This is an optimization exercise on Yosys and OpenROAD, whose aim is small area and few clock cycles, not a production implementation.
The RTL was checked by simulation tests, not by an equivalence proof against the original design.
Power is estimated from default activity; no workload was simulated.

==> flow/design.v <==
package efp_pkg;
   localparam int FRAME_BYTES = 32;
   localparam int POS_RPM     = 13;
   localparam int POS_SENSOR  = 19;
   localparam int NUM_SENSORS = 5;
   localparam int CNT_W       = 6;
   localparam int RPM_X10_W = 20;
   localparam int SCALE_W   = 16;
   localparam int RPM_W     = 28;
   localparam logic [15:0] CRC_INIT = 16'hFFFF;
   localparam logic [15:0] CRC_POLY = 16'hA001;
   localparam logic [7:0]         SENSOR_KEEP = 8'hFF;
   localparam logic [SCALE_W-1:0] SCALE_RESET = 16'd256;
   localparam logic [1:0] STATUS_OK      = 2'd0;
   localparam logic [1:0] STATUS_CRC_ERR = 2'd1;
   localparam logic [1:0] STATUS_LEN_ERR = 2'd2;
   typedef struct packed {
      logic [7:0] rx_byte;
      logic       frame_end;
   } req_item_type;
   typedef struct packed {
      logic [1:0]       frame_status;
      logic [RPM_W-1:0] rpm_value;
      logic [15:0]      voltage_tenths;
      logic [15:0]      current_tenths;
      logic [7:0]       fet_temperature;
      logic [7:0]       bec_temperature;
      logic [7:0]       motor_temperature;
      logic [7:0]       bec_voltage;
      logic [7:0]       bec_current;
   } rsp_item_type;
   typedef struct packed {
      logic                             len_ok;
      logic                             crc_ok;
      logic [15:0]                      rpm;
      logic [15:0]                      voltage;
      logic [15:0]                      current;
      logic [NUM_SENSORS-1:0][7:0]      sensor;
   } frame_info_type;
endpackage
import efp_pkg::*;
module efp_capture (
   input  logic                    clock,
   input  logic                    reset,
   input  logic                    step,
   input  efp_pkg::req_item_type   item,
   input  logic                    rpm_shift,
   output efp_pkg::frame_info_type info
);
   localparam logic [CNT_W-1:0] CNT_LAST    = CNT_W'(FRAME_BYTES - 1);
   localparam logic [CNT_W-1:0] CNT_RPM_LO  = CNT_W'(POS_RPM);
   localparam logic [CNT_W-1:0] CNT_RPM_HI  = CNT_W'(POS_RPM + 1);
   localparam logic [CNT_W-1:0] CNT_FLD_LO  = CNT_W'(POS_RPM + 2);
   localparam logic [CNT_W-1:0] CNT_FLD_HI  = CNT_W'(POS_SENSOR + NUM_SENSORS - 1);
   localparam int               CHAIN       = 4 + NUM_SENSORS;
   logic [CNT_W-1:0]      byte_count_ff;
   logic                  over;
   logic [15:0]           crc_ff, crc_new;
   logic [7:0]            rpm_lo_ff, rpm_hi_ff;
   logic [CHAIN-1:0][7:0] field_ff;
   logic                  at_rpm_lo, at_rpm_hi, in_fld;
   function automatic [15:0] crc16_update(input [15:0] crc, input [7:0] data);
      logic [15:0] c;
      c = crc ^ {8'h00, data};
      for (int i = 0; i < 8; i++) begin
         c = c[0] ? ((c >> 1) ^ CRC_POLY) : (c >> 1);
      end
      crc16_update = c;
   endfunction
   assign over      = byte_count_ff[CNT_W-1];
   assign at_rpm_lo = (byte_count_ff == CNT_RPM_LO);
   assign at_rpm_hi = (byte_count_ff == CNT_RPM_HI);
   assign in_fld    = (byte_count_ff >= CNT_FLD_LO) && (byte_count_ff <= CNT_FLD_HI);
   assign crc_new = crc16_update(crc_ff, item.rx_byte);
   always_ff @(posedge clock) begin
      if (reset) begin
         byte_count_ff <= '0;
         crc_ff        <= CRC_INIT;
      end else if (step) begin
         if (item.frame_end) begin
            byte_count_ff <= '0;
            crc_ff        <= CRC_INIT;
         end else begin
            if (!over) byte_count_ff <= byte_count_ff + 1'b1;
            crc_ff <= crc_new;
         end
      end
   end
   always_ff @(posedge clock) begin
      if (step && at_rpm_lo) begin
         rpm_lo_ff <= item.rx_byte;
      end else if (rpm_shift) begin
         rpm_lo_ff <= {1'b0, rpm_lo_ff[7:1]};
      end
   end
   always_ff @(posedge clock) begin
      if (step) begin
         if (at_rpm_hi) begin
            rpm_hi_ff <= item.rx_byte;
         end
         if (in_fld) begin
            field_ff <= {item.rx_byte, field_ff[CHAIN-1:1]};
         end
      end
   end
   always_comb begin
      info.len_ok  = (byte_count_ff == CNT_LAST);
      info.crc_ok  = (crc_new == 16'h0000);
      info.rpm     = {rpm_hi_ff, rpm_lo_ff};
      info.voltage = {field_ff[1], field_ff[0]};
      info.current = {field_ff[3], field_ff[2]};
      for (int i = 0; i < NUM_SENSORS; i++) begin
         info.sensor[i] = field_ff[4 + i];
      end
   end
endmodule
import efp_pkg::*;
module efp_result (
   input  logic                    clock,
   input  logic                    reset,
   input  logic                    csr_wr_en,
   input  logic [15:0]             csr_wr_data,
   input  logic                    end_step,
   input  efp_pkg::frame_info_type info,
   input  logic                    rsp_ready,
   output logic                    rsp_valid,
   output efp_pkg::rsp_item_type   rsp_item,
   output logic                    busy,
   output logic                    rpm_shift
);
   localparam int ACC_W = SCALE_W + 1;       
   localparam int LOW_W = RPM_W - ACC_W;     
   logic [SCALE_W-1:0]          scale_ff;
   logic [1:0]                  status_ff, status_in;
   logic                        rsp_valid_ff;
   logic                        busy_ff;
   logic [4:0]                  mul_step_ff;
   logic                        mul_hi, mul_done, start;
   logic                        rpm_bit, rpm_d1_ff, rpm_d2_ff, x5_carry_ff, mul_bit;
   logic [ACC_W-1:0]            acc_sum;
   logic [RPM_W-1:0]            last_rpm_ff;
   logic [15:0]                 last_volt_ff;
   logic [15:0]                 last_curr_ff;
   logic [NUM_SENSORS-1:0][7:0] held_ff;
   logic                        frame_ok;
   function automatic [SCALE_W:0] ripple_add(input [SCALE_W-1:0] a, input [SCALE_W-1:0] b);
      logic c;
      c = 1'b0;
      for (int i = 0; i < SCALE_W; i++) begin
         ripple_add[i] = a[i] ^ b[i] ^ c;
         c = (a[i] & b[i]) | (c & (a[i] ^ b[i]));
      end
      ripple_add[SCALE_W] = c;
   endfunction
   always_ff @(posedge clock) begin
      if (reset) begin
         scale_ff <= SCALE_RESET;
      end else if (csr_wr_en) begin
         scale_ff <= csr_wr_data;
      end
   end
   always_comb begin
      if (!info.len_ok) begin
         status_in = STATUS_LEN_ERR;
      end else if (!info.crc_ok) begin
         status_in = STATUS_CRC_ERR;
      end else begin
         status_in = STATUS_OK;
      end
   end
   assign frame_ok = info.len_ok && info.crc_ok;
   assign start    = end_step && frame_ok;
   assign mul_hi    = mul_step_ff[4] || mul_step_ff[3];
   assign rpm_bit   = mul_hi ? last_rpm_ff[0] : info.rpm[0];
   assign mul_bit   = rpm_bit ^ rpm_d2_ff ^ x5_carry_ff;
   assign acc_sum   = ripple_add(last_rpm_ff[RPM_W-1:LOW_W+1], mul_bit ? scale_ff : '0);
   assign mul_done  = busy_ff && mul_step_ff[4] && mul_step_ff[1];
   assign rpm_shift = busy_ff && !mul_hi;
   assign busy      = busy_ff;
   always_ff @(posedge clock) begin
      mul_step_ff <= start ? 5'd0 : mul_step_ff + 1'b1;
      rpm_d1_ff   <= !start && rpm_bit;
      rpm_d2_ff   <= !start && rpm_d1_ff;
      x5_carry_ff <= !start && ((rpm_bit & rpm_d2_ff) | (x5_carry_ff & (rpm_bit ^ rpm_d2_ff)));
   end
   always_ff @(posedge clock) begin
      if (reset) begin
         busy_ff <= 1'b0;
      end else if (start) begin
         busy_ff <= 1'b1;
      end else if (mul_done) begin
         busy_ff <= 1'b0;
      end
   end
   always_ff @(posedge clock) begin
      if (reset) begin
         last_rpm_ff <= '0;
      end else if (start) begin
         last_rpm_ff <= {{(RPM_W-8){1'b0}}, info.rpm[15:8]};
      end else if (busy_ff) begin
         last_rpm_ff[RPM_W-1:LOW_W] <= acc_sum;
         if (mul_hi) begin
            last_rpm_ff[LOW_W-1:0] <= {last_rpm_ff[LOW_W], last_rpm_ff[LOW_W-1:1]};
         end
      end
   end
   always_ff @(posedge clock) begin
      if (reset) begin
         rsp_valid_ff <= 1'b0;
         last_volt_ff <= '0;
         last_curr_ff <= '0;
         held_ff      <= '0;
      end else begin
         rsp_valid_ff <= (end_step && !frame_ok) || mul_done || (rsp_valid_ff && !rsp_ready);
         if (start) begin
            last_volt_ff <= info.voltage;
            last_curr_ff <= info.current;
            for (int i = 0; i < NUM_SENSORS; i++) begin
               if (info.sensor[i] != SENSOR_KEEP) begin
                  held_ff[i] <= info.sensor[i];
               end
            end
         end
      end
   end
   always_ff @(posedge clock) begin
      if (end_step) begin
         status_ff <= status_in;
      end
   end
   assign rsp_valid = rsp_valid_ff;
   always_comb begin
      rsp_item.frame_status      = status_ff;
      rsp_item.rpm_value         = last_rpm_ff;
      rsp_item.voltage_tenths    = last_volt_ff;
      rsp_item.current_tenths    = last_curr_ff;
      rsp_item.fet_temperature   = held_ff[0];
      rsp_item.bec_temperature   = held_ff[1];
      rsp_item.motor_temperature = held_ff[2];
      rsp_item.bec_voltage       = held_ff[3];
      rsp_item.bec_current       = held_ff[4];
   end
endmodule
import efp_pkg::*;
module esc_telemetry_frame_parser_core (
   input  logic                  clock,
   input  logic                  reset,
   input  logic                  req_valid,
   output logic                  req_ready,
   input  efp_pkg::req_item_type req_item,
   output logic                  rsp_valid,
   input  logic                  rsp_ready,
   output efp_pkg::rsp_item_type rsp_item,
   input  logic                  csr_wr_en,
   input  logic [15:0]           csr_wr_data
);
   logic                    accept;
   logic                    busy, rpm_shift;
   efp_pkg::frame_info_type info;
   assign req_ready = !(req_item.frame_end && (busy || (rsp_valid && !rsp_ready)));
   assign accept    = req_valid && req_ready;
   efp_capture u_capture (
      .clock     (clock),
      .reset     (reset),
      .step      (accept),
      .item      (req_item),
      .rpm_shift (rpm_shift),
      .info      (info)
   );
   efp_result u_result (
      .clock       (clock),
      .reset       (reset),
      .csr_wr_en   (csr_wr_en),
      .csr_wr_data (csr_wr_data),
      .end_step    (accept && req_item.frame_end),
      .info        (info),
      .rsp_ready   (rsp_ready),
      .rsp_valid   (rsp_valid),
      .rsp_item    (rsp_item),
      .busy        (busy),
      .rpm_shift   (rpm_shift)
   );
endmodule
import efp_pkg::*;
module esc_telemetry_frame_parser (
   input  logic        clock,
   input  logic        reset,
   input  logic        req_valid,
   output logic        req_ready,
   input  logic [7:0]  req_rx_byte,
   input  logic        req_frame_end,
   output logic        rsp_valid,
   input  logic        rsp_ready,
   output logic [1:0]  rsp_frame_status,
   output logic [27:0] rsp_rpm_value,
   output logic [15:0] rsp_voltage_tenths,
   output logic [15:0] rsp_current_tenths,
   output logic [7:0]  rsp_fet_temperature,
   output logic [7:0]  rsp_bec_temperature,
   output logic [7:0]  rsp_motor_temperature,
   output logic [7:0]  rsp_bec_voltage,
   output logic [7:0]  rsp_bec_current,
   input  logic        csr_wr_en,
   input  logic [15:0] csr_wr_data
);
   efp_pkg::req_item_type req_item;
   efp_pkg::rsp_item_type rsp_item;
   assign req_item.rx_byte   = req_rx_byte;
   assign req_item.frame_end = req_frame_end;
   esc_telemetry_frame_parser_core u_core (
      .clock       (clock),
      .reset       (reset),
      .req_valid   (req_valid),
      .req_ready   (req_ready),
      .req_item    (req_item),
      .rsp_valid   (rsp_valid),
      .rsp_ready   (rsp_ready),
      .rsp_item    (rsp_item),
      .csr_wr_en   (csr_wr_en),
      .csr_wr_data (csr_wr_data)
   );
   assign rsp_frame_status      = rsp_item.frame_status;
   assign rsp_rpm_value         = rsp_item.rpm_value;
   assign rsp_voltage_tenths    = rsp_item.voltage_tenths;
   assign rsp_current_tenths    = rsp_item.current_tenths;
   assign rsp_fet_temperature   = rsp_item.fet_temperature;
   assign rsp_bec_temperature   = rsp_item.bec_temperature;
   assign rsp_motor_temperature = rsp_item.motor_temperature;
   assign rsp_bec_voltage       = rsp_item.bec_voltage;
   assign rsp_bec_current       = rsp_item.bec_current;
endmodule
==> flow/flow/run.sh <==
#!/bin/bash
# The standard layout with three changes:
#  - synthesis maps logic with an area-oriented ABC script (flow/abc_area.script);
#    everything else in synthesis, registers included, is the standard one;
#  - ports are buffered with the smallest buffer;
#  - the clock tree uses small buffers and no dummy loads.
set -euo pipefail
HERE=$PWD

# Synthesis script: synth_recipe.tcl, with ORFS's synth.tcl swapped for a copy
# whose ABC call reads flow/abc_area.script.
sed "s|^source \$::env(SCRIPTS_DIR)/synth_preamble.tcl\$|&\nlset abc_args 1 $HERE/flow/abc_area.script|" \
    "$FLOW_HOME/scripts/synth.tcl" > "$HERE/synth_core.tcl"
grep -q "lset abc_args 1" "$HERE/synth_core.tcl"
sed "s|^source \$::env(SCRIPTS_DIR)/synth.tcl\$|source $HERE/synth_core.tcl|" \
    "$HERE/synth_recipe.tcl" > "$HERE/synth_area.tcl"
grep -q "synth_core.tcl" "$HERE/synth_area.tcl"
sed "s|SYNTH_SCRIPT=[^ ]*synth_recipe.tcl|SYNTH_SCRIPT=$HERE/synth_area.tcl|" \
    "$HERE/standard.sh" > "$HERE/standard_area.sh"
grep -q "synth_area.tcl" "$HERE/standard_area.sh"

export BUFFER_PORTS_ARGS="-buffer_cell sky130_fd_sc_hd__buf_1"
export CTS_ARGS="-sink_clustering_enable -repair_clock_nets -buf_list {sky130_fd_sc_hd__clkbuf_16} -sink_clustering_size 32 -sink_clustering_max_diameter 80 -root_buf sky130_fd_sc_hd__clkbuf_4 -tree_buf sky130_fd_sc_hd__clkbuf_4 -dont_use_dummy_load"
bash "$HERE/standard_area.sh" > "$HERE/standard.log" 2>&1
==> flow/flow/abc_area.script <==
strash
dc2
dch
amap
topo
==> flow/standard.sh <==
#!/bin/bash
# synth_recipe.tcl (not shown) runs the flow's synth.tcl, then flattens the netlist and writes it again
# the make line also repeats each setting of config.mk as NAME=value (left out here)
make -C /OpenROAD-flow-scripts/flow DESIGN_CONFIG=/design/flow/config.mk WORK_HOME=/design/flow/orfs CLKGATE_MAP_FILE= SYNTH_SCRIPT=/design/flow/synth_recipe.tcl "${@:-finish}"
==> flow/config.mk <==
export PLATFORM = sky130hd
export DESIGN_NAME = esc_telemetry_frame_parser
export DESIGN_NICKNAME = esc_telemetry_frame_parser
export VERILOG_FILES = /design/flow/design.v
export SDC_FILE = /design/flow/constraint.sdc
export NUM_CORES = 4
export LEC_CHECK = 0
export CAP_MARGIN = 20
export CORE_MARGIN = 2
export CORE_UTILIZATION = 80
export SLEW_MARGIN = 20
==> flow/constraint.sdc <==
create_clock -name core_clock -period 8.0 [get_ports {clock}]
set_input_delay 1.6000 -clock core_clock [delete_from_list [all_inputs] [get_ports {clock}]]
set_output_delay 1.6000 -clock core_clock [all_outputs]
set_load 0.01 [all_outputs]
==> flow_metrics.py, run 1 <==
metrics = {
    "worst_setup_path": {
        "arrival_ns": 8.37,
        "worst-path-max-fanout": 4,
        "max_stage_delay_ns": 0.55,
        "slowest_stage": "fa_1",
        "worst-path-buf-inv": 6,
        "path_class": "flop to flop",
        "crit_family": "adder cells",
        "cp.required_ns": 8.49,
        "crit_path_start_kind": "flop",
        "end_kind": "flop",
        "worst_path_most_repeated_cell": "fa_1",
    },
    "sta": {
        "finalMaxSlewViolations": 0,
        "hold_viol": 0,
        "slew_headroom": 0.266,
        "tightest_slew_ns": 1.09,
        "fin_crit_sh": 0.985,
        "setup_ws_ns": 0.124,
        "final-setup-viol-count": 0,
        "fin_crit_ns": 7.88,
        "finClkSkew_ns": 0.0563,
        "fin_tns_setup_ns": 0,
        "hold_slack_ns": 0.456,
        "fmax_mhz": 127,
    },
    "yosys": {
        "synth_fa_ha_area_frac": 0.0462,
        "syn_nets": 680,
        "ys_types": 27,
        "synth_seq_cells": 238,
        "synth_area_per_cell_um2": 13.6,
        "yosysWarnings": 2,
        "synth_xor_area_frac": 0,
        "syn_inst": 628,
        "seq_area_frac_synth": 0.662,
        "synth_top_cell_by_area": "dfxtp_1",
        "synth_top_family_by_area": "compound AO/OA/AOI/OAI gates",
        "synthTopCellsByArea": "dfxtp_1 35%, edfxtp_1 32%, o221a_1 11%, fa_1 3.7%, clkinv_1 2.5%",
        "synth-simple-area-share": 0.0718,
        "synthMuxAreaShare": 0,
        "syn-cell-area_um2": 8550,
        "synth_top_cell_area_share": 0.346,
        "synth_compound_area_frac": 0.195,
    },
    "die": {
        "die_y_um": 107,
        "io_pins": 134,
        "rows": 37,
        "die_x_um": 107,
        "coreArea_um2": 10400,
        "initial_utilization": 0.825,
        "dieArea_um2": 11500,
    },
    "min_path": {
        "hp-class": "flop to flop",
    },
    "placement": {
        "pre_cts_slack_ns": 0.380,
        "gp_congestion": 0.888,
        "portBuffers": 133,
        "place_hpwl_um": 14500,
    },
    "clocking": {
        "clkTransAtPathRegs_ns": 0.12,
        "cts_buffers": 11,
        "cts_hold_buffers": 0,
        "cts_max_path_buffers": 3,
        "cts_num_sinks": 238,
        "htreeDepth": 1,
        "cts-root-buf": "clkbuf_4",
        "insertion_delay_ns": 0.60,
        "cts_tree": "done",
    },
    "route": {
        "ant_nets": 0,
        "wl_um": 24300,
        "num_vias": 6793,
        "drc_errors": 0,
        "avgRoutedWirePerCell_um": 26.5,
        "avgViaCountPerCell": 7.42,
        "drt-initial-drc-count": 1037,
        "firstDrtPassIters": 6,
    },
    "finish": {
        "fill_cells": 294,
        "area.growth.synth_to_final_pct": 12.8,
        "insertedDiodeCount": 0,
        "nets": 834,
        "drive_gt1_frac": 0.0564,
    },
    "global_routing": {
        "track_usage": 0.420,
        "grt_max_degree": 73,
        "grt_pass1_wl_um": 36700,
        "grt_pass1_vias": 6580,
        "antenna_found_initial": 0,
        "grt-ovfl-total": 0,
    },
    "power": {
        "power_density_nw_per_um2": 204,
        "finalPower_mw": 1.97,
        "peakVddDrop_v": 0.000199,
        "p_leak_nw": 3.15,
    },
    "job": {
        "drv_cap": 0,
    },
    "outcome": {
        "status": "complete, no violations",
    },
}
==> cells by family (layout without fill, tap and decap cells) <==
kind of cell | count (synthesis) | in the layout
buf+inv | 56 | 208
flops | 238 | 238
compound gates | 185 | 185
fa+ha+maj | 22 | 22
simple gates | 127 | 127
==> layer usage <==
layer	up-vias	routed length [um]	global-route usage
met2	645	11900	0.697
met4	0	1630	0.224
met3	151	2560	0.0872
met5	-	0	0
met1	3200	8150	0.522
li1	2797	-	-
==> through the flow <==
| stage | instances | cell area (um2) | utilization |
|---|---|---|---|
| after global placement | 903 | 9380 | 0.904 |
| after global routing | 916 | 9650 | 0.931 |
| after floorplan | 628 | 8650 | - |
| final | 916 | 9650 | 0.931 |
| after CTS | 914 | 9600 | 0.926 |
| after detailed placement | 903 | 9380 | 0.904 |
==> area by class of cell <==
type                            instances  area, um2  share of cell area
Clock buffer                           11        223              0.0231
Inverter                               56        216              0.0224
Timing Repair Buffer                  141        563              0.0583
Tap cell                              136        170              0.0176
Sequential cell                       238       5670               0.587
Multi-Input combinational cell        334       2810               0.291
==> cell usage after synthesis (all sizes together) <==
master   number
dfxtp       148
edfxtp       90
o221a        87
clkinv       56
nor2         49
o22ai        25
nor3         23
a21oi        17
nor2b        17
fa           16
o21ai        14
nand4        13
o221ai       12
nand2        11
a222oi        8
o22a          7
ha            6
a2111oi       5
a221o         5
nand2b        4
nand3         4
a211oi        3
or4           3
and3          2
a221oi        1
a31oi         1
nor4          1
==> state kept, by name (all words and copies together), names as in the netlist <==
name and cells:
u_core.u_result.last_rpm_ff 28, u_core.u_capture.rpm_hi_ff 8, u_core.u_capture.byte_count_ff 6, u_core.u_capture.rpm_lo_ff 8
u_core.u_capture.field_ff 72, u_core.u_result.mul_step_ff 5, u_core.u_result.rpm_d1_ff 1, u_core.u_result.last_volt_ff 16
u_core.u_result.rpm_d2_ff 1, u_core.u_capture.crc_ff 16, u_core.u_result.held_ff 40, u_core.u_result.status_ff 2
u_core.u_result.scale_ff 16, u_core.u_result.last_curr_ff 16, u_core.u_result.busy_ff 1, u_core.u_result.rsp_valid_ff 1
u_core.u_result.x5_carry_ff 1
==> final timing paths <==
path	from	slack, ns	to	cells after the start
max	u_core.u_result.mul_step_ff[4]$_SDFF_PP0_	0.12	u_core.u_result.last_rpm_ff[26]$_SDFFE_PP0P_	27
min reg2reg	u_core.u_capture.crc_ff[12]$_SDFFE_PP1P_	0.46	u_core.u_capture.crc_ff[4]$_SDFFE_PP1P_	1
max reg2reg	u_core.u_result.mul_step_ff[4]$_SDFF_PP0_	0.12	u_core.u_result.last_rpm_ff[26]$_SDFFE_PP0P_	27
min	u_core.u_capture.crc_ff[12]$_SDFFE_PP1P_	0.46	u_core.u_capture.crc_ff[4]$_SDFFE_PP1P_	1
==> placed cells by master (no fill, tap or decap), types with 8 or more instances in the layout <==
| cell | instances |
|---|---|
| a21oi_1 | 13 |
| a222oi_1 | 8 |
| buf_1 | 133 |
| clkbuf_16 | 8 |
| clkinv_1 | 50 |
| dfxtp_1 | 146 |
| edfxtp_1 | 90 |
| fa_1 | 15 |
| nand2_1 | 11 |
| nand4_1 | 13 |
| nor2_1 | 47 |
| nor2b_1 | 17 |
| nor3_1 | 22 |
| o21ai_0 | 9 |
| o221a_1 | 87 |
| o221ai_1 | 12 |
| o22ai_1 | 21 |
==> where the power goes <==
group	total (mW)	switching, mW	internal, mW
logic	0.123	0.0857	0.0371
registers	1.30	0.0188	1.28
clock network	0.547	0.349	0.199
total	1.97	0.453	1.51
==> timing repair <==
| item | CTS | global route |
|---|---|---|
| setup endpoints to repair | 0 | 1 |
| resized for setup | 0 | 10 |
| buffers inserted | 0 | 2 |
Testbench counts, summed over its fixed seeds: cycles 16,894.
==> run 2: changes to the inputs <==
--- a/flow/config.mk
+++ b/flow/config.mk
@@ -8,4 +8,4 @@
 export CAP_MARGIN = 20
 export CORE_MARGIN = 2
-export CORE_UTILIZATION = 80
+export CORE_UTILIZATION = 70
 export SLEW_MARGIN = 20
==> run 2 against run 1 <==
Combinational power shrank 5%. Global-route usage shrank 15 points. Synthesized cell count is the same. Clock skew shrank 0.0023 ns. Sequential power is essentially flat. Clock-buffer cell count is the same. Wire length shrank 26%. Clock power shrank 4.0%. Setup slack gained 0.38 ns. Die area grew 14%. Area after synthesis is the same.
==> flow_metrics.py, run 2 <==
metrics = {
    "outcome": {
        "status": "complete, no violations",
    },
    "worst_setup_path": {
        "cp.required_ns": 8.48,
        "worst_path_most_repeated_cell": "fa_1",
        "reg2reg_setup_slack_ns": 0.51,
        "cp.depth": 26,
        "reg2reg_depth": 26,
        "crit_family": "adder cells",
        "slowest_stage": "fa_1",
        "path_class": "flop to flop",
        "crit_path_start_kind": "flop",
        "worst-path-max-fanout": 4,
        "max_stage_delay_ns": 0.56,
        "worst-path-buf-inv": 5,
        "arrival_ns": 7.98,
        "end_kind": "flop",
    },
    "route": {
        "avgRoutedWirePerCell_um": 19.5,
        "avgViaCountPerCell": 6.50,
        "wl_um": 18000,
        "drt-initial-drc-count": 601,
        "firstDrtPassIters": 5,
        "drc_errors": 0,
        "num_vias": 6022,
        "ant_nets": 0,
    },
    "sta": {
        "final-setup-viol-count": 0,
        "hold_slack_ns": 0.436,
        "slew_headroom": 0.259,
        "fmax_mhz": 133,
        "setup_ws_ns": 0.505,
        "fin_crit_sh": 0.937,
        "fin_tns_setup_ns": 0,
        "grt_setup_unrepaired": "false",
        "fin_crit_ns": 7.49,
        "finalMaxSlewViolations": 0,
        "finClkSkew_ns": 0.0540,
        "tightest_slew_ns": 1.10,
        "hold_viol": 0,
    },
    "clocking": {
        "cts_tree": "done",
        "htreeDepth": 1,
        "cts-root-buf": "clkbuf_4",
        "cts_buffers": 11,
        "cts_num_sinks": 238,
        "insertion_delay_ns": 0.58,
        "post-cts-setup-buffers": 0,
        "clkTransAtPathRegs_ns": 0.12,
        "cts_max_path_buffers": 3,
    },
    "yosys": {
        "synthFlopType": "dfxtp_1",
        "synth.cells.most_frequent": "148 x dfxtp_1, 90 x edfxtp_1, 87 x o221a_1",
        "async_reset_ff_frac": 0,
        "synth_top_cell_area_share": 0.346,
        "synth-edff-count": 90,
        "synth_area_per_cell_um2": 13.6,
        "post-synth-top-count-cell": "dfxtp_1",
        "ys_types": 27,
        "syn-cell-area_um2": 8550,
        "yosysWarnings": 2,
        "synth_seq_cells": 238,
        "syn_inst": 628,
        "synthTopCellsByArea": "dfxtp_1 35%, edfxtp_1 32%, o221a_1 11%, fa_1 3.7%, clkinv_1 2.5%",
        "seq_area_frac_synth": 0.662,
        "synth_top_cell_by_area": "dfxtp_1",
        "syn_nets": 680,
    },
    "power": {
        "peakVddDrop_v": 0.000191,
        "finalPower_mw": 1.93,
        "p_leak_nw": 3.13,
        "power_density_nw_per_um2": 201,
    },
    "global_routing": {
        "track_usage": 0.275,
        "grt_pass1_vias": 5778,
        "antenna_found_initial": 1,
        "grt-ovfl-total": 0,
        "grt_pass1_wl_um": 29000,
        "grt_max_degree": 73,
    },
    "die": {
        "coreArea_um2": 12000,
        "die_x_um": 115,
        "rows": 40,
        "dieArea_um2": 13100,
        "initial_utilization": 0.715,
        "die_y_um": 115,
        "io_pins": 134,
    },
    "finish": {
        "utilization": 0.805,
        "fin_area_um2": 9630,
        "final_cells": 927,
        "area.growth.synth_to_final_pct": 12.6,
        "layout_common_cells": "148 x dfxtp_1, 133 x buf_1, 90 x edfxtp_1",
        "nets": 833,
        "final_common_cell": "dfxtp_1",
        "top_regs": "u_core.u_capture.field_ff: 72 flops, u_core.u_result.held_ff: 40 flops, u_core.u_result.last_rpm_ff: 28 flops",
        "top_register": "u_core.u_capture.field_ff",
        "fill_cells": 681,
        "drive_gt1_frac": 0.0475,
        "largest_register_ffs": 72,
    },
    "placement": {
        "gp_congestion": 0.868,
        "portBuffers": 133,
        "dpl_cell_area_um2": 9400,
        "pre_cts_slack_ns": 0.331,
        "dp_cells": 915,
        "place_hpwl_um": 12100,
    },
    "min_path": {
        "whs_path_depth": 1,
        "hp-class": "flop to flop",
    },
    "job": {
        "drv_cap": 0,
    },
}
run 2: cell counts after synthesis:
Identical to the previous run, type by type.
run 2: cell type report:
type                    count  area, um2  share of cell area
inverters                  56        216              0.0225
flip-flops and latches    238       5670               0.588
repair buffers            140        552              0.0573
well taps                 147        184              0.0191
multi-input cells         334       2790               0.289
clock buffers              11        223              0.0231
diodes                      1       2.50            0.000260
run 2: worst paths after layout:
kind | startpoint | to
max | u_core.u_result.mul_step_ff[4]$_SDFF_PP0_ | u_core.u_result.last_rpm_ff[26]$_SDFFE_PP0P_
min | u_core.u_capture.crc_ff[12]$_SDFFE_PP1P_ | u_core.u_capture.crc_ff[4]$_SDFFE_PP1P_
max reg2reg | u_core.u_result.mul_step_ff[4]$_SDFF_PP0_ | u_core.u_result.last_rpm_ff[26]$_SDFFE_PP0P_
min reg2reg | u_core.u_capture.crc_ff[12]$_SDFFE_PP1P_ | u_core.u_capture.crc_ff[4]$_SDFFE_PP1P_
run 2: repair_timing:
item	CTS	global route
hold endpoints to repair	0	0
endpoints found under the setup margin	0	1
resized for setup	0	2
hold buffers	0	0
run 2: layer usage:
metal  GRT usage  up-vias  wire length (um)
met5           0        -                 0
met4      0.0691        0               310
met3      0.0413       22              1220
met2       0.459      248              8970
met1       0.383     2964              7530
li1            -     2788                 -
run 2: where the power goes:
group	switching, mW	internal (mW)
logic	0.0797	0.0368
registers	0.0146	1.28
clock network	0.327	0.198
total	0.422	1.51
run 2: cells by family after synthesis:
| kind of cell | Yosys count | share of synthesized area |
|---|---|---|
| AND/OR/NAND/NOR | 127 | 0.0718 |
| flip-flops | 238 | 0.662 |
| buffers and inverters | 56 | 0.0246 |
| AO/OA/AOI/OAI | 185 | 0.195 |
| adder cells (fa/ha/maj) | 22 | 0.0462 |
==> run 3: changes to the inputs <==
--- a/flow/config.mk
+++ b/flow/config.mk
@@ -6,6 +6,6 @@
 export NUM_CORES = 4
 export LEC_CHECK = 0
-export CAP_MARGIN = 20
+export CAP_MARGIN = 0
 export CORE_MARGIN = 2
 export CORE_UTILIZATION = 70
-export SLEW_MARGIN = 20
+export SLEW_MARGIN = 0
==> run 3 against run 2 <==
Synthesized cell count stayed put. Combinational power hardly changed. Sequential cell count stayed put. Sequential power hardly changed. Critical endpoint unchanged. Via count stayed put. Register-to-register slack hardly changed. Clock-buffer cell count stayed put. First-iteration DRC count stayed put. Still clean on timing, DRC and antenna. Sequential share of layout area stayed put. Power stayed put. Critical path type unchanged. Maximum frequency stayed put.
==> flow_metrics.py, run 3 <==
metrics = {
    "outcome": {
        "status": "complete, no violations",
    },
    "die": {
        "dieArea_um2": 13100,
        "die_y_um": 115,
        "rows": 40,
        "die_x_um": 115,
        "io_pins": 134,
        "initial_utilization": 0.715,
        "coreArea_um2": 12000,
    },
    "yosys": {
        "async_reset_ff_frac": 0,
        "synth_top_cell_by_area": "dfxtp_1",
        "synth_seq_cells": 238,
        "synth_area_per_cell_um2": 13.6,
        "synth_top_cell_area_share": 0.346,
        "post-synth-top-count-cell": "dfxtp_1",
        "synthTopCellsByArea": "dfxtp_1 35%, edfxtp_1 32%, o221a_1 11%, fa_1 3.7%, clkinv_1 2.5%",
        "syn-cell-area_um2": 8550,
        "synthFlopType": "dfxtp_1",
        "ys_types": 27,
        "synth.cells.most_frequent": "148 x dfxtp_1, 90 x edfxtp_1, 87 x o221a_1",
        "synth-edff-count": 90,
        "seq_area_frac_synth": 0.662,
        "syn_inst": 628,
        "yosysWarnings": 2,
        "syn_nets": 680,
    },
    "route": {
        "num_vias": 6022,
        "avgViaCountPerCell": 6.50,
        "drc_errors": 0,
        "avgRoutedWirePerCell_um": 19.5,
        "firstDrtPassIters": 5,
        "drt-initial-drc-count": 601,
        "wl_um": 18000,
        "ant_nets": 0,
    },
    "finish": {
        "area.growth.synth_to_final_pct": 12.6,
        "fin_area_um2": 9630,
        "top_register": "u_core.u_capture.field_ff",
        "layout_common_cells": "148 x dfxtp_1, 133 x buf_1, 90 x edfxtp_1",
        "multi_input_area_um2": 2790,
        "fill_cells": 681,
        "final_common_cell": "dfxtp_1",
        "top_regs": "u_core.u_capture.field_ff: 72 flops, u_core.u_result.held_ff: 40 flops, u_core.u_result.last_rpm_ff: 28 flops",
        "final_cells": 927,
        "nets": 833,
        "utilization": 0.805,
        "regArea_um2": 5670,
        "drive_gt1_frac": 0.0475,
        "largest_register_ffs": 72,
    },
    "global_routing": {
        "track_usage": 0.275,
        "grt_pass1_vias": 5778,
        "antenna_found_initial": 1,
        "use_met3": 0.0413,
        "grt-ovfl-total": 0,
        "use_met2": 0.459,
        "grt_max_degree": 73,
        "gr-usage-met1": 0.383,
        "grt_pass1_wl_um": 29000,
        "busiest_layer": "met2",
    },
    "power": {
        "sw_frac_of_total": 0.218,
        "p_leak_nw": 3.14,
        "internal_power_mw": 1.51,
        "power.share.combinational": 0.060,
        "p_switching_uw": 422,
        "seq_power_share": 0.668,
        "peakVddDrop_v": 0.000191,
        "power_density_nw_per_um2": 201,
        "power.share.clock": 0.272,
    },
    "worst_setup_path": {
        "path_class": "flop to flop",
        "end_kind": "flop",
        "crit_path_start_kind": "flop",
        "arrival_ns": 7.98,
        "cp.required_ns": 8.48,
        "worst-path-max-fanout": 4,
    },
    "placement": {
        "gp_congestion": 0.868,
        "dpl_cell_area_um2": 9400,
        "portBuffers": 133,
        "place_hpwl_um": 12100,
        "dp_cells": 915,
    },
    "clocking": {
        "cts_buffers": 11,
        "htreeDepth": 1,
        "cts_resized": 0,
        "cts_hold_buffers": 0,
        "cts_num_sinks": 238,
        "cts_tree": "done",
        "clkTransAtPathRegs_ns": 0.12,
        "insertion_delay_ns": 0.58,
        "cts-root-buf": "clkbuf_4",
        "cts_max_path_buffers": 3,
        "post-cts-setup-buffers": 0,
    },
    "min_path": {
        "hp-class": "flop to flop",
    },
    "sta": {
        "finClkSkew_ns": 0.0540,
        "slew_headroom": 0.229,
        "grt_setup_unrepaired": "false",
        "finalMaxSlewViolations": 0,
        "tightest_slew_ns": 1.14,
        "final-setup-viol-count": 0,
        "fmax_mhz": 133,
        "fin_crit_sh": 0.937,
        "fin_crit_ns": 7.49,
        "hold_slack_ns": 0.436,
        "hold_viol": 0,
        "fin_tns_setup_ns": 0,
    },
    "job": {
        "drv_cap": 0,
    },
}
==> run 3: cell counts after synthesis <==
No cell type changed its count.
==> run 3: area by class of cell <==
type | count | area share
well taps | 147 | 0.0191
multi-input cells | 334 | 0.289
repair buffers | 140 | 0.0573
clock buffers | 11 | 0.0231
flip-flops and latches | 238 | 0.588
inverters | 56 | 0.0225
diodes | 1 | 0.000260
==> run 3: cells by family (layout without fill, tap and decap cells) <==
family | Yosys count | in the layout | synth area share
buf+inv | 56 | 207 | 0.0246
other cells | 0 | 1 | 0
compound gates | 185 | 185 | 0.195
flops | 238 | 238 | 0.662
simple gates | 127 | 127 | 0.0718
fa+ha+maj | 22 | 22 | 0.0462
==> run 3: final timing paths <==
path | end | slack (ns) | depth (start not counted) | start
max | u_core.u_result.last_rpm_ff[26]$_SDFFE_PP0P_ | 0.51 | 26 | u_core.u_result.mul_step_ff[4]$_SDFF_PP0_
min | u_core.u_capture.crc_ff[4]$_SDFFE_PP1P_ | 0.44 | 1 | u_core.u_capture.crc_ff[12]$_SDFFE_PP1P_
max reg2reg | u_core.u_result.last_rpm_ff[26]$_SDFFE_PP0P_ | 0.51 | 26 | u_core.u_result.mul_step_ff[4]$_SDFF_PP0_
min reg2reg | u_core.u_capture.crc_ff[4]$_SDFFE_PP1P_ | 0.44 | 1 | u_core.u_capture.crc_ff[12]$_SDFFE_PP1P_
==> run 3: power groups by stage <==
stage	clock network (mW)	logic [mW]	registers (mW)
2_1_floorplan	0	0.0802	1.32
3_3_place_gp	0	0.113	1.32
3_5_place_dp	0	0.115	1.32
4_1_cts	0.535	0.116	1.29
5_1_grt	0.581	0.128	1.29
6_report	0.525	0.117	1.29
==> run 3: metal layers <==
metal | vias to the layer above | routed length [um]
li1 | 2788 | -
met1 | 2964 | 7530
met2 | 248 | 8970
met3 | 22 | 1220
met4 | 0 | 310
met5 | - | 0
==> run 3: worst max-delay path, stage by stage (launching register included) <==
cell	delay, ns
dfxtp_1	0.36
nor2_1	0.19
o22ai_1	0.15
fa_1	0.56
nor2b_1	0.07
ha_1	0.18
clkinv_1	0.06
fa_1	0.18
fa_1	0.17
clkinv_1	0.08
fa_1	0.39
fa_1	0.39
fa_1	0.40
fa_1	0.39
fa_1	0.39
fa_1	0.39
fa_1	0.40
fa_1	0.39
fa_1	0.39
fa_1	0.37
clkinv_1	0.06
fa_1	0.16
clkinv_1	0.07
fa_1	0.36
clkinv_1	0.07
fa_1	0.42
a2111oi_2	0.36
==> run 3: through the flow <==
| stage | power (mW) | setup slack, ns |
|---|---|---|
| after global routing | 2.00 | 0.127 |
| after floorplan | 1.40 | 0.0104 |
| final | 1.93 | 0.505 |
| after CTS | 1.94 | 0.320 |
| after global placement | 1.43 | 0.742 |
| after detailed placement | 1.43 | 0.331 |
==> run 4: changes to the inputs <==
--- a/flow/design.v
+++ b/flow/design.v
@@ -126,5 +126,5 @@
    output logic                    rsp_valid,
    output efp_pkg::rsp_item_type   rsp_item,
-   output logic                    busy,
+   output logic                    end_block,
    output logic                    rpm_shift
 );
@@ -135,4 +135,5 @@
    logic                        rsp_valid_ff;
    logic                        busy_ff;
+   logic                        pend_ff, pend_show;
    logic [4:0]                  mul_step_ff;
    logic                        mul_hi, mul_done, start;
@@ -170,5 +171,5 @@
    end
    assign frame_ok = info.len_ok && info.crc_ok;
-   assign start    = end_step && frame_ok;
+   assign start    = end_step && frame_ok && !busy_ff;
    assign mul_hi    = mul_step_ff[4] || mul_step_ff[3];
    assign rpm_bit   = mul_hi ? last_rpm_ff[0] : info.rpm[0];
@@ -177,5 +178,15 @@
    assign mul_done  = busy_ff && mul_step_ff[4] && mul_step_ff[1];
    assign rpm_shift = busy_ff && !mul_hi;
-   assign busy      = busy_ff;
+   assign pend_show = pend_ff && rsp_valid_ff && rsp_ready;
+   assign end_block = pend_ff || (!busy_ff && rsp_valid_ff && !rsp_ready);
+   always_ff @(posedge clock) begin
+      if (reset) begin
+         pend_ff <= 1'b0;
+      end else if (end_step && busy_ff) begin
+         pend_ff <= 1'b1;
+      end else if (pend_show) begin
+         pend_ff <= 1'b0;
+      end
+   end
    always_ff @(posedge clock) begin
       mul_step_ff <= start ? 5'd0 : mul_step_ff + 1'b1;
@@ -212,5 +223,6 @@
          held_ff      <= '0;
       end else begin
-         rsp_valid_ff <= (end_step && !frame_ok) || mul_done || (rsp_valid_ff && !rsp_ready);
+         rsp_valid_ff <= (end_step && !busy_ff && !frame_ok) || mul_done || pend_show ||
+                         (rsp_valid_ff && !rsp_ready);
          if (start) begin
             last_volt_ff <= info.voltage;
@@ -225,6 +237,8 @@
    end
    always_ff @(posedge clock) begin
-      if (end_step) begin
+      if (end_step && !busy_ff) begin
          status_ff <= status_in;
+      end else if (pend_show) begin
+         status_ff <= STATUS_LEN_ERR;
       end
    end
@@ -256,7 +270,7 @@
 );
    logic                    accept;
-   logic                    busy, rpm_shift;
+   logic                    end_block, rpm_shift;
    efp_pkg::frame_info_type info;
-   assign req_ready = !(req_item.frame_end && (busy || (rsp_valid && !rsp_ready)));
+   assign req_ready = !(req_item.frame_end && end_block);
    assign accept    = req_valid && req_ready;
    efp_capture u_capture (
@@ -278,5 +292,5 @@
       .rsp_valid   (rsp_valid),
       .rsp_item    (rsp_item),
-      .busy        (busy),
+      .end_block   (end_block),
       .rpm_shift   (rpm_shift)
    );
--- a/flow/config.mk
+++ b/flow/config.mk
@@ -6,6 +6,6 @@
 export NUM_CORES = 4
 export LEC_CHECK = 0
-export CAP_MARGIN = 0
+export CAP_MARGIN = 20
 export CORE_MARGIN = 2
 export CORE_UTILIZATION = 70
-export SLEW_MARGIN = 0
+export SLEW_MARGIN = 20
==> run 4 against run 3 <==
Clock power rose by 2%. Critical path depth rose by 3. Sequential share of layout area rose by 0.41 points. Maximum frequency fell by 1.7%. Largest power group unchanged. Highest routed layer unchanged. Setup slack got worse by 0.13 ns. First-iteration DRC count fell by 11%. Power fell by 0.60%. Area after synthesis rose by 0.42%. Non-clock buffer count rose by 1. Via count rose by 2.5%. Critical endpoint unchanged. Clock skew fell by 0.016 ns. Final area fell by 0.34%.
==> flow_metrics.py, run 4 <==
metrics = {
    "clocking": {
        "cts-root-buf": "clkbuf_4",
        "cts_buffers": 11,
        "clkTransAtPathRegs_ns": 0.12,
        "insertion_delay_ns": 0.58,
        "cts_max_path_buffers": 3,
        "post-cts-setup-buffers": 0,
        "htreeDepth": 1,
        "cts_num_sinks": 239,
        "cts_tree": "done",
    },
    "yosys": {
        "synth.cells.most_frequent": "149 x dfxtp_1, 90 x edfxtp_1, 88 x o221a_1",
        "synth_top_cell_by_area": "dfxtp_1",
        "synth_top_cell_area_share": 0.347,
        "synth_seq_cells": 239,
        "syn-cell-area_um2": 8590,
        "synth-edff-count": 90,
        "syn_inst": 643,
        "post-synth-top-count-cell": "dfxtp_1",
        "async_reset_ff_frac": 0,
        "seq_area_frac_synth": 0.662,
        "synth_area_per_cell_um2": 13.4,
        "ys_types": 28,
        "synthTopCellsByArea": "dfxtp_1 35%, edfxtp_1 31%, o221a_1 12%, fa_1 3.7%, nor2_1 2.4%",
        "yosysWarnings": 2,
        "syn_nets": 695,
        "synthFlopType": "dfxtp_1",
    },
    "sta": {
        "slew_headroom": 0.368,
        "finalMaxSlewViolations": 0,
        "fin_tns_setup_ns": 0,
        "fmax_mhz": 131,
        "fin_crit_ns": 7.63,
        "hold_viol": 0,
        "hold_slack_ns": 0.462,
        "final-setup-viol-count": 0,
        "finClkSkew_ns": 0.0378,
        "tightest_slew_ns": 0.947,
        "fin_crit_sh": 0.953,
    },
    "worst_setup_path": {
        "reg2reg_setup_slack_ns": 0.37,
        "max_stage_delay_ns": 0.47,
        "path_class": "flop to flop",
        "worst-path-max-fanout": 5,
        "cp.required_ns": 8.49,
        "slowest_stage": "fa_2",
        "arrival_ns": 8.12,
        "end_kind": "flop",
        "reg2reg_depth": 29,
        "crit_path_start_kind": "flop",
        "worst_path_most_repeated_cell": "fa_1",
    },
    "route": {
        "wl_um": 18500,
        "drc_errors": 0,
        "avgRoutedWirePerCell_um": 19.6,
        "num_vias": 6174,
        "avgViaCountPerCell": 6.55,
        "ant_nets": 0,
        "drt-initial-drc-count": 537,
        "firstDrtPassIters": 5,
    },
    "min_path": {
        "hp-class": "flop to flop",
        "whs_path_depth": 0,
    },
    "finish": {
        "largest_register_ffs": 72,
        "layout_common_cells": "149 x dfxtp_1, 133 x buf_1, 90 x edfxtp_1",
        "area.growth.synth_to_final_pct": 11.7,
        "fill_cells": 753,
        "nets": 849,
        "final_common_cell": "dfxtp_1",
        "utilization": 0.799,
        "top_regs": "u_core.u_capture.field_ff: 72 flops, u_core.u_result.held_ff: 40 flops, u_core.u_result.last_rpm_ff: 28 flops",
        "drive_gt1_frac": 0.0327,
        "fin_area_um2": 9600,
        "top_register": "u_core.u_capture.field_ff",
    },
    "power": {
        "seq_power_share": 0.675,
        "peakVddDrop_v": 0.000192,
        "power.share.combinational": 0.046,
        "p_leak_nw": 3.11,
        "p_switching_uw": 413,
        "power_density_nw_per_um2": 200,
        "internal_power_mw": 1.51,
        "sw_frac_of_total": 0.215,
        "power.share.clock": 0.278,
    },
    "placement": {
        "dpl_cell_area_um2": 9350,
        "gp_congestion": 0.868,
        "place_hpwl_um": 12000,
        "portBuffers": 133,
    },
    "die": {
        "initial_utilization": 0.715,
        "io_pins": 134,
        "die_x_um": 115,
        "die_y_um": 115,
        "dieArea_um2": 13200,
        "coreArea_um2": 12000,
        "rows": 40,
    },
    "global_routing": {
        "grt_pass1_vias": 5665,
        "use_met2": 0.465,
        "busiest_layer": "met2",
        "antenna_found_initial": 1,
        "use_met3": 0.0422,
        "gr-usage-met1": 0.380,
        "track_usage": 0.274,
        "grt_pass1_wl_um": 28900,
        "grt-ovfl-total": 0,
        "grt_max_degree": 88,
    },
    "job": {
        "drv_cap": 0,
    },
    "outcome": {
        "status": "complete, no violations",
    },
}
-- run 4: cell types whose count changed after synthesis, moves of 5 or more --
cell      previous run  this run
nand2_1             11        28
a22oi_1              0         8
a222oi_1             8         1
nor2_1              49        55
o22a_1               7         1
a21oi_1             17        22
-- run 4: area by class of cell --
class / instances / area, um2 / area share
Tap cell: 147 / 184 / 0.0192
Multi-Input combinational cell: 352 / 2750 / 0.286
Timing Repair Buffer: 141 / 559 / 0.0583
Sequential cell: 239 / 5690 / 0.592
Clock buffer: 11 / 223 / 0.0232
Antenna cell: 1 / 2.50 / 0.000261
Inverter: 52 / 195 / 0.0203
-- run 4: path summary, 6_finish.rpt --
check,startpoint,endpoint
max,u_core.u_result.mul_step_ff[4]$_SDFF_PP0_,u_core.u_result.last_rpm_ff[26]$_SDFFE_PP0P_
min,u_core.u_capture.field_ff[21]$_DFFE_PP_,u_core.u_capture.field_ff[13]$_DFFE_PP_
max reg2reg,u_core.u_result.mul_step_ff[4]$_SDFF_PP0_,u_core.u_result.last_rpm_ff[26]$_SDFFE_PP0P_
min reg2reg,u_core.u_capture.field_ff[21]$_DFFE_PP_,u_core.u_capture.field_ff[13]$_DFFE_PP_
-- run 4: metal layers --
metal  share of wire  up-vias
met3           0.063       36
li1                -     2822
met4           0.020        0
met2            0.50      272
met1            0.42     3044
met5               0        -
-- run 4: power groups by stage --
stage / Clock, mW / Sequential, mW / Combinational, mW
after global placement: 0 / 1.32 / 0.0834
final: 0.535 / 1.30 / 0.0893
after detailed placement: 0 / 1.32 / 0.0868
after floorplan: 0 / 1.32 / 0.0572
after CTS: 0.537 / 1.30 / 0.0875
after global routing: 0.577 / 1.30 / 0.0983
-- run 4: per-stage QoR --
step / power (mW) / instances / setup WS [ns]
floorplan: 1.38 / 643 / 0.555
global placement: 1.41 / 931 / 0.469
detailed placement: 1.41 / 931 / 0.233
CTS: 1.92 / 942 / 0.207
global route: 1.98 / 943 / -0.0363
finish: 1.92 / 943 / 0.373
-- run 4: what timing repair did --
action,CTS,global route
endpoints found under the setup margin,0,1
gates resized for setup,0,5
hold buffers,0,0
-- run 4: cells by family (layout without fill, tap and decap cells) --
kind of cell	Yosys count	count (layout)	synth area share
flops	239	239	0.662
compound gates	190	190	0.195
simple gates	140	140	0.0747
buf+inv	52	204	0.0227
fa+ha+maj	22	22	0.0460
other cells	0	1	0
-- run 4: worst max-delay path: cells and delay by family (launching register included) --
kind | cells | cell delay (ns)
AND/OR/NAND/NOR | 2 | 0.19
adder cells (fa/ha/maj) | 17 | 5.87
buffers and inverters | 8 | 0.65
AO/OA/AOI/OAI | 2 | 0.47
flip-flops | 1 | 0.36
Testbench counts of run 4, summed over its fixed seeds: cycles 16,815.

separate check: timing with driven ports:
The flow's constraints put no driver on any port. The routed layouts listed below were extracted and timed again, unchanged, in two steps. Step 1: set_driving_cell puts a clkbuf_16 on clock and a buf_2 on each other input, an assumption about the parent block. Step 2 adds t to the input delays and takes it off the output delays; t is the mean of the earliest and latest rising clock arrival at the registers after step 1. Input paths then give back, and output paths get back, about the clock's delay inside the block. a / b / c = ideal ports / drivers / drivers and shift; a / b = the first two.
run	shift t [ns]	slack for setup (ns)	worst setup path at the end
run 1	0.607	0.124 / 0.124 / 0.124	register to register
run 2	0.590	0.505 / 0.505 / 0.505	register to register
run 3	0.590	0.505 / 0.505 / 0.505	register to register
run 4	0.605	0.373 / 0.373 / 0.373	register to register
After both steps setup and hold are still met in every run listed.
